This design comes from an exercise in tuning for small area on the open sky130 flow, not from production work.
In this exercise RTL edits were held to simulation tests only and were not proved equivalent to the original.
Power is estimated from default activity; no workload was simulated.

==> flow/design.v <==
module instr_decode (
    input  logic        clk,
    input  logic        reset,
    input  logic        if_valid,
    input  logic [31:0] if_instr,
    input  logic [31:0] if_pc,
    input  logic        stall,
    input  logic        flush,
    input  logic        wb_en,
    input  logic [4:0]  wb_addr,
    input  logic [31:0] wb_data,
    output logic        id_valid,
    output logic [31:0] id_pc,
    output logic [31:0] id_rs_data,
    output logic [31:0] id_rt_data,
    output logic [4:0]  id_rs,
    output logic [4:0]  id_rt,
    output logic [4:0]  id_dest,
    output logic [31:0] id_imm,
    output logic [4:0]  id_shamt,
    output logic [31:0] id_jtarget,
    output logic [3:0]  id_alu_op,
    output logic        id_alu_src,
    output logic        id_reg_write,
    output logic        id_mem_read,
    output logic        id_mem_write,
    output logic        id_mem_to_reg,
    output logic        id_beq,
    output logic        id_bne,
    output logic        id_jump,
    output logic        id_jump_reg,
    output logic        id_link,
    output logic        id_illegal
);
    localparam logic [3:0] ALU_ADD  = 4'd0;
    localparam logic [3:0] ALU_SUB  = 4'd1;
    localparam logic [3:0] ALU_AND  = 4'd2;
    localparam logic [3:0] ALU_OR   = 4'd3;
    localparam logic [3:0] ALU_XOR  = 4'd4;
    localparam logic [3:0] ALU_NOR  = 4'd5;
    localparam logic [3:0] ALU_SLT  = 4'd6;
    localparam logic [3:0] ALU_SLTU = 4'd7;
    localparam logic [3:0] ALU_SLL  = 4'd8;
    localparam logic [3:0] ALU_SRL  = 4'd9;
    localparam logic [3:0] ALU_SRA  = 4'd10;
    localparam logic [3:0] ALU_LUI  = 4'd11;
    logic [5:0]  f_opcode;
    logic [5:0]  f_funct;
    assign f_opcode = if_instr[31:26];
    assign f_funct  = if_instr[5:0];
    logic [31:0] regs [1:31];
    logic [31:0] regs_d [1:31];
    logic [31:0] wr_data;
    logic [31:1] wr_en, wr_hold;
    assign wr_data = reset ? 32'd0 : wb_data;
    always_comb begin
        for (int i = 1; i < 32; i++) begin
            wr_en[i]   = reset | (wb_en & (wb_addr == 5'(i)));
            wr_hold[i] = ~wr_en[i];
        end
    end
    for (genvar i = 1; i < 32; i++) begin : g_row
        id_hold32 u_hold (
            .q   (regs[i]),
            .d   (wr_data),
            .en  (wr_en[i]),
            .hold(wr_hold[i]),
            .y   (regs_d[i])
        );
    end
    always_ff @(posedge clk) begin
        for (int i = 1; i < 32; i++) begin
            regs[i] <= regs_d[i];
        end
    end
    logic [3:0]  dec_alu_op;
    logic        dec_alu_src;
    logic        dec_reg_write;
    logic        dec_mem_read;
    logic        dec_mem_write;
    logic        dec_beq;
    logic        dec_bne;
    logic        dec_jump;
    logic        dec_jump_reg;
    logic        dec_link;
    logic        dec_illegal;
    always_comb begin
        dec_alu_op     = ALU_ADD;
        dec_alu_src    = 1'b0;
        dec_reg_write  = 1'b0;
        dec_mem_read   = 1'b0;
        dec_mem_write  = 1'b0;
        dec_beq        = 1'b0;
        dec_bne        = 1'b0;
        dec_jump       = 1'b0;
        dec_jump_reg   = 1'b0;
        dec_link       = 1'b0;
        dec_illegal    = 1'b0;
        case (f_opcode)
            6'h00: begin
                dec_reg_write = 1'b1;
                case (f_funct)
                    6'h20, 6'h21: dec_alu_op = ALU_ADD;
                    6'h22, 6'h23: dec_alu_op = ALU_SUB;
                    6'h24:        dec_alu_op = ALU_AND;
                    6'h25:        dec_alu_op = ALU_OR;
                    6'h26:        dec_alu_op = ALU_XOR;
                    6'h27:        dec_alu_op = ALU_NOR;
                    6'h2A:        dec_alu_op = ALU_SLT;
                    6'h2B:        dec_alu_op = ALU_SLTU;
                    6'h00:        dec_alu_op = ALU_SLL;
                    6'h02:        dec_alu_op = ALU_SRL;
                    6'h03:        dec_alu_op = ALU_SRA;
                    6'h08: begin
                        dec_reg_write = 1'b0;
                        dec_jump_reg  = 1'b1;
                    end
                    default: begin
                        dec_reg_write = 1'b0;
                        dec_illegal   = 1'b1;
                    end
                endcase
            end
            6'h08, 6'h09: begin
                dec_alu_op    = ALU_ADD;
                dec_alu_src   = 1'b1;
                dec_reg_write = 1'b1;
            end
            6'h0A: begin
                dec_alu_op    = ALU_SLT;
                dec_alu_src   = 1'b1;
                dec_reg_write = 1'b1;
            end
            6'h0B: begin
                dec_alu_op    = ALU_SLTU;
                dec_alu_src   = 1'b1;
                dec_reg_write = 1'b1;
            end
            6'h0C: begin
                dec_alu_op    = ALU_AND;
                dec_alu_src   = 1'b1;
                dec_reg_write = 1'b1;
            end
            6'h0D: begin
                dec_alu_op    = ALU_OR;
                dec_alu_src   = 1'b1;
                dec_reg_write = 1'b1;
            end
            6'h0E: begin
                dec_alu_op    = ALU_XOR;
                dec_alu_src   = 1'b1;
                dec_reg_write = 1'b1;
            end
            6'h0F: begin
                dec_alu_op    = ALU_LUI;
                dec_alu_src   = 1'b1;
                dec_reg_write = 1'b1;
            end
            6'h23: begin
                dec_alu_src    = 1'b1;
                dec_reg_write  = 1'b1;
                dec_mem_read   = 1'b1;
            end
            6'h2B: begin
                dec_alu_src   = 1'b1;
                dec_mem_write = 1'b1;
            end
            6'h04: begin
                dec_alu_op = ALU_SUB;
                dec_beq    = 1'b1;
            end
            6'h05: begin
                dec_alu_op = ALU_SUB;
                dec_bne    = 1'b1;
            end
            6'h02: begin
                dec_jump = 1'b1;
            end
            6'h03: begin
                dec_jump      = 1'b1;
                dec_link      = 1'b1;
                dec_reg_write = 1'b1;
            end
            default: begin
                dec_illegal = 1'b1;
            end
        endcase
    end
    logic [3:0]  c_alu_op;
    logic        c_alu_src, c_reg_write, c_mem_read, c_mem_write;
    logic        c_beq, c_bne, c_jump, c_jump_reg, c_link, c_illegal;
    always_ff @(posedge clk) begin
        if (reset || flush) begin
            c_alu_op    <= '0;
            c_alu_src   <= 1'b0;
            c_reg_write <= 1'b0;
            c_mem_read  <= 1'b0;
            c_mem_write <= 1'b0;
            c_beq       <= 1'b0;
            c_bne       <= 1'b0;
            c_jump      <= 1'b0;
            c_jump_reg  <= 1'b0;
            c_link      <= 1'b0;
            c_illegal   <= 1'b0;
        end else if (!stall) begin
            c_alu_op    <= if_valid ? dec_alu_op : 4'd0;
            c_alu_src   <= if_valid & dec_alu_src;
            c_reg_write <= if_valid & dec_reg_write;
            c_mem_read  <= if_valid & dec_mem_read;
            c_mem_write <= if_valid & dec_mem_write;
            c_beq       <= if_valid & dec_beq;
            c_bne       <= if_valid & dec_bne;
            c_jump      <= if_valid & dec_jump;
            c_jump_reg  <= if_valid & dec_jump_reg;
            c_link      <= if_valid & dec_link;
            c_illegal   <= if_valid & dec_illegal;
        end
    end
    logic [31:0] r_pc;
    logic [4:0]  r_rs, r_rt;
    logic [15:0] r_low;      
    logic        r_rtype;    
    always_ff @(posedge clk) begin
        if (!stall) begin
            r_pc    <= if_pc;
            r_rs    <= if_instr[25:21];
            r_rt    <= if_instr[20:16];
            r_low   <= if_instr[15:0];
            r_rtype <= (f_opcode == 6'h00);
        end
    end
    logic is_lui, is_zext;
    assign is_lui  = (c_alu_op == ALU_LUI);
    assign is_zext = c_alu_src & ((c_alu_op == ALU_AND) | (c_alu_op == ALU_OR) |
                                  (c_alu_op == ALU_XOR));
    assign id_valid      = c_reg_write | c_mem_write | c_beq | c_bne | c_jump |
                           c_jump_reg | c_illegal;
    assign id_alu_op     = c_alu_op;
    assign id_alu_src    = c_alu_src;
    assign id_reg_write  = c_reg_write;
    assign id_mem_read   = c_mem_read;
    assign id_mem_write  = c_mem_write;
    assign id_mem_to_reg = c_mem_read;
    assign id_beq        = c_beq;
    assign id_bne        = c_bne;
    assign id_jump       = c_jump;
    assign id_jump_reg   = c_jump_reg;
    assign id_link       = c_link;
    assign id_illegal    = c_illegal;
    assign id_pc    = r_pc;
    assign id_rs    = r_rs;
    assign id_rt    = r_rt;
    assign id_shamt = r_low[10:6];
    assign id_dest  = c_link ? 5'd31 : (r_rtype ? r_low[15:11] : r_rt);
    always_comb begin
        if (is_lui) begin
            id_imm = {r_low, 16'h0000};
        end else if (is_zext) begin
            id_imm = {16'h0000, r_low};
        end else begin
            id_imm = {{16{r_low[15]}}, r_low};
        end
    end
    logic [3:0] pc_hi;
    assign pc_hi      = r_pc[31:28] + {3'b000, &r_pc[27:2]};
    assign id_jtarget = {pc_hi, r_rs, r_rt, r_low, 2'b00};
    logic [31:1] sel_rs, sel_rt;
    always_comb begin
        for (int i = 1; i < 32; i++) begin
            sel_rs[i] = (r_rs == 5'(i));
            sel_rt[i] = (r_rt == 5'(i));
        end
    end
    logic [31:1] col [32];
    always_comb begin
        for (int b = 0; b < 32; b++) begin
            for (int i = 1; i < 32; i++) begin
                col[b][i] = regs[i][b];
            end
        end
    end
    for (genvar b = 0; b < 32; b++) begin : g_rd
        id_rd31 u_rs (.sel(sel_rs), .d(col[b]), .y(id_rs_data[b]));
        id_rd31 u_rt (.sel(sel_rt), .d(col[b]), .y(id_rt_data[b]));
    end
endmodule
module id_hold32 (
    input  logic [31:0] q,
    input  logic [31:0] d,
    input  logic        en,
    input  logic        hold,
    output logic [31:0] y
);
    for (genvar b = 0; b < 32; b++) begin : g_bit
        id_hold1 u_bit (.q(q[b]), .d(d[b]), .en(en), .hold(hold), .y(y[b]));
    end
endmodule
module id_hold1 (
    input  logic q,
    input  logic d,
    input  logic en,
    input  logic hold,
    output logic y
);
    assign y = (q & hold) | (d & en);
endmodule
module id_rd31 (
    input  logic [31:1] sel,
    input  logic [31:1] d,
    output logic        y
);
    logic [10:0] n;     
    for (genvar g = 0; g < 10; g++) begin : g_grp
        id_aoi222 u_aoi (.a(sel[3*g+3:3*g+1]), .b(d[3*g+3:3*g+1]), .y(n[g]));
    end
    assign n[10] = ~(sel[31] & d[31]);
    assign y = ~(&n);
endmodule
module id_aoi222 (
    input  logic [2:0] a,
    input  logic [2:0] b,
    output logic       y
);
    assign y = ~|(a & b);
endmodule
==> flow/run.sh <==
#!/bin/bash
# synth_recipe.tcl (not shown) runs the flow's synth.tcl, then flattens the netlist and writes it again
# the make line also repeats each setting of config.mk as NAME=value (left out here)
make -C /OpenROAD-flow-scripts/flow DESIGN_CONFIG=/design/flow/config.mk WORK_HOME=/design/flow/orfs CLKGATE_MAP_FILE= SYNTH_SCRIPT=/design/flow/synth_recipe.tcl finish
==> flow/config.mk <==
export PLATFORM = sky130hd
export DESIGN_NAME = instr_decode
export DESIGN_NICKNAME = instr_decode
export VERILOG_FILES = /design/flow/design.v
export SDC_FILE = /design/flow/constraint.sdc
export NUM_CORES = 4
export LEC_CHECK = 0
export CAP_MARGIN = 20
export CORE_MARGIN = 2
export CORE_UTILIZATION = 40
export SLEW_MARGIN = 20
export SYNTH_HIERARCHICAL = 1
==> flow/constraint.sdc <==
create_clock -name core_clock -period 5.0 [get_ports {clk}]
set_input_delay 1.0000 -clock core_clock [delete_from_list [all_inputs] [get_ports {clk}]]
set_output_delay 1.0000 -clock core_clock [all_outputs]
set_load 0.01 [all_outputs]
==> summary.md <==
| Metric | Value |
|---|---|
| Outcome | complete, but fails checks |
| SO Faults | negative setup slack |
| Max Freq | 197 MHz |
| Cell variety after synth | 52 |
| Area of the mapped netlist | 41100 µm² |
| Vias per inst | 7.58 |
| Reg2reg end | c_link |
| Worst setup path startpoint | r_rs[0] |
| Worst-Skew Late Latency | 0.71 ns |
| Synth Instances | 3387 |
| PwrDens | 409 nW/µm² |
| P&R area growth vs syn | 27.9% |
| Worst Setup EP | id_rs_data[27] |
| Final Hold Fails | 0 |
| Period Utilization, post-route | 102% |
| Crit end category | primary output |
| Peak VDD IR | 362 µV |
| Per-cell routed wire length | 37.9 µm |
| Layout cell share with drive strength beyond 1 | 14.3% |
| Met1 Usage GRT | 48.9% |
| Most flop-heavy register | regs |
| Synth top area share | 49.0% |
| Tot Pwr | 21.5 mW |
| DRT Pass-1 Iters | 13 |
| Gr usage total | 37.3% |
| Grt peak-use layer | met2 |
| Top flop regs | regs x992, r_pc x32, r_low x16 |
| Ys flop type | dfxtp_1 |
| Top cells by count, synth | 1006 x dfxtp_1, 992 x a22o_1, 640 x a222oi_1 |
| Starting DRT DRC Count | 10500 |
| FF+latch count, synth | 1065 |
| Vias in the first global route | 38200 |
| Port-buffer cells | 300 |
| Final core occ | 51.6% |
| Slew @ Worst Pin | 1.22 ns |
| Max_slew headroom | 18.6% |
| Final net count | 4146 |
| WP data required | 4.00 ns |
| Max Fanout on Critical Path | 16 |
| Worst EP arrival | 4.08 ns |
| Hold WC Path Type | reg2reg |
| Drt drc | 0 |
| Worst flop-to-flop path startpoint | c_link |
| Cts hold-fix bufs | 0 |
| TritonCTS buffer count | 112 |
| Met2 usage | 52.7% |
| Die X | 325 µm |
| Ports | 303 |
| Total gr overflow | 0 |
| RSZ-0062 raised after global routing | true |
| Worst setup path class | reg2out |
| Clock buffer depth | 3 |
| Post-DP Area | 47500 µm² |
| Post-route setup slack | -0.0817 ns |
| Root buf cell | clkbuf_16 |
| Max-cap check violation count | 0 |
| Clk sink count | 1065 |
| Flop2flop setup slack | 4.09 ns |
| Routed WL | 208 mm |
| Final clock skew | 0 ns |
| Antenna violations before repair | 10 |
| Final Max Tran Viols | 0 |
| Leakage | 20.7 nW |
| Gpl congestion | 0.933 |
| Min cycle time layout | 5.08 ns |
| DIE AREA | 105000 µm² |
| Post-synthesis sequential area ratio | 53.3% |
| H-tree levels | 3 |
| EDFF count, synth | 59 |
| Post-DP HPWL | 122 mm |
| Yosys Warn Count | 12 |
| Pin count of the biggest net entering global routing | 58 |
| CP startpoint kind | flop |
| Die H | 325 µm |
| Syn_area_per_cell | 12.1 µm² |
| Largest area contributor in the netlist | dfxtp_1 |
| Top cells by area, synth | dfxtp_1 49%, a22o_1 21%, a222oi_1 16% |
| Initial core utilization | 40.4% |
| Largest register FFs | 992 |
| Post-route ant nets | 0 |
| Site row count | 117 |
| Clock tree from TritonCTS | done |
| Met3 track demand over resource | 13.7% |
| Routed vias | 41700 |
| Setup Viol. Count Final | 13 |
| WHS Path Cells | 2 |
| Worst reg2reg path depth | 2 |
| Core ar. | 102000 µm² |
| Top-count cell post-synth | dfxtp_1 |
| First-pass GRT wire length | 290 mm |
| Final Instance Area | 52600 µm² |
| Clock-pin transition on the worst setup and hold timing paths | 0.06 ns |
| Async set-or-reset flop fraction in the synthesized netlist | 0% |
==> worst max-delay path, stage by stage (launching register included) <==
cell	delay, ns
edfxtp_1	0.46
buf_4	0.24
nand3_4	0.13
buf_4	0.20
nor2_2	0.87
a222oi_1	0.32
nand4_1	0.41
a2111o_1	0.18
clkdlybuf4s50_1	0.54
==> what timing repair did <==
| item | 4_1_cts | 5_1_grt |
|---|---|---|
| resized for setup | 43 | 26 |
| hold endpoints to repair | 0 | 0 |
| setup endpoints to repair | 64 | 58 |
| buffers inserted | 52 | 42 |
| pin swaps | 30 | 49 |
| cloned | 18 | 1 |
==> placed cells by master (no fill, tap or decap), types with 35 or more instances in the layout <==
master,instances
buf_4,226
a222oi_1,640
inv_1,35
nor2_4,67
nand2_1,112
a2111o_1,64
dfxtp_1,1006
clkbuf_16,115
a22o_1,992
edfxtp_1,59
clkdlybuf4s50_1,291
nand4_1,139
==> Yosys stat by module, one instance, submodules excluded, excerpt <==
module        flops+latches  cells inside  area (µm²)  times used
id_aoi222                 0             1        10.0         640
id_hold1                  0             1        8.76         992
id_rd31                   0             4        27.5          64
instr_decode           1065          1499       24300           1
==> through the flow <==
stage	TNS, ns	hold WS (ns)	setup slack, ns	cells
global route	-0.104	0.522	-0.0318	5496
finish	-0.463	0.485	-0.0817	5498
detailed placement	0	0.481	0.399	5178
floorplan	0	0.475	0.869	3388
global placement	0	0.476	0.405	5178
CTS	-0.141	0.492	-0.0425	5452
==> worst min path at each step <==
stage / start / endpoint / slack (ns)
final: c_beq / c_beq / 0.49
after global routing: regs[8][15] / regs[8][15] / 0.52
after CTS: c_beq / c_beq / 0.49
after detailed placement: c_beq / c_beq / 0.48
after global placement: c_beq / c_beq / 0.48
after floorplan: regs[10][0] / regs[10][0] / 0.48
==> routing by layer <==
metal  routed length (µm)  part of all wire [%]
met5                   53                 0.025
met2                84300                    40
met4                14800                   7.1
met1                77800                    37
met3                31500                    15
==> final cells by class <==
class                   count  area, µm²
repair buffers            567       5430
inverters                  36        135
clock inverters            31        383
clock buffers             173       3350
well taps                1368       1710
fillers                  9093      49300
multi-input cells        2255      19700
flip-flops and latches   1065      21900
diodes                      3       7.51
==> where the power goes <==
group          leakage [nW]  total, mW  switching, mW  internal [mW]
registers              8.94       9.87          0.583           9.29
logic                  9.87       3.05           1.78           1.27
clock network          1.85       8.58           3.71           4.87
total                  20.7       21.5           6.07           15.4
==> cells by family after synthesis <==
group,Yosys count,synth area share [%]
XOR/XNOR,3,0.0639
flip-flops,1065,53.3
AND/OR/NAND/NOR,458,5.83
buffers and inverters,87,0.980
AO/OA/AOI/OAI,1770,39.8
other,1,0.00912
adder cells (fa/ha/maj),2,0.0608
multiplexers,1,0.0274

-- re-timing with driven ports --
The flow's constraints put no driver on any port. The routed layout listed below was extracted and timed again, unchanged, in two steps. Step 1 assumes that a clkbuf_16 drives the clock port and a buf_2 every other input. Step 2 times the ports against the registers' clock, not the clock port: input delays grow and output delays shrink by t, the midpoint of the rising clock arrivals with the driver on. Slacks: no drivers / after step 1 / after step 2; pairs: no drivers / after step 1.
t (ns): 0.802
setup slack, ns: -0.082 / -0.160 / 0.643
slew at the worst register clock pin (ns): 0.07 / 0.07
For this run, drivers alone change the setup slack by -0.078 ns; drivers and shift together by +0.725 ns.
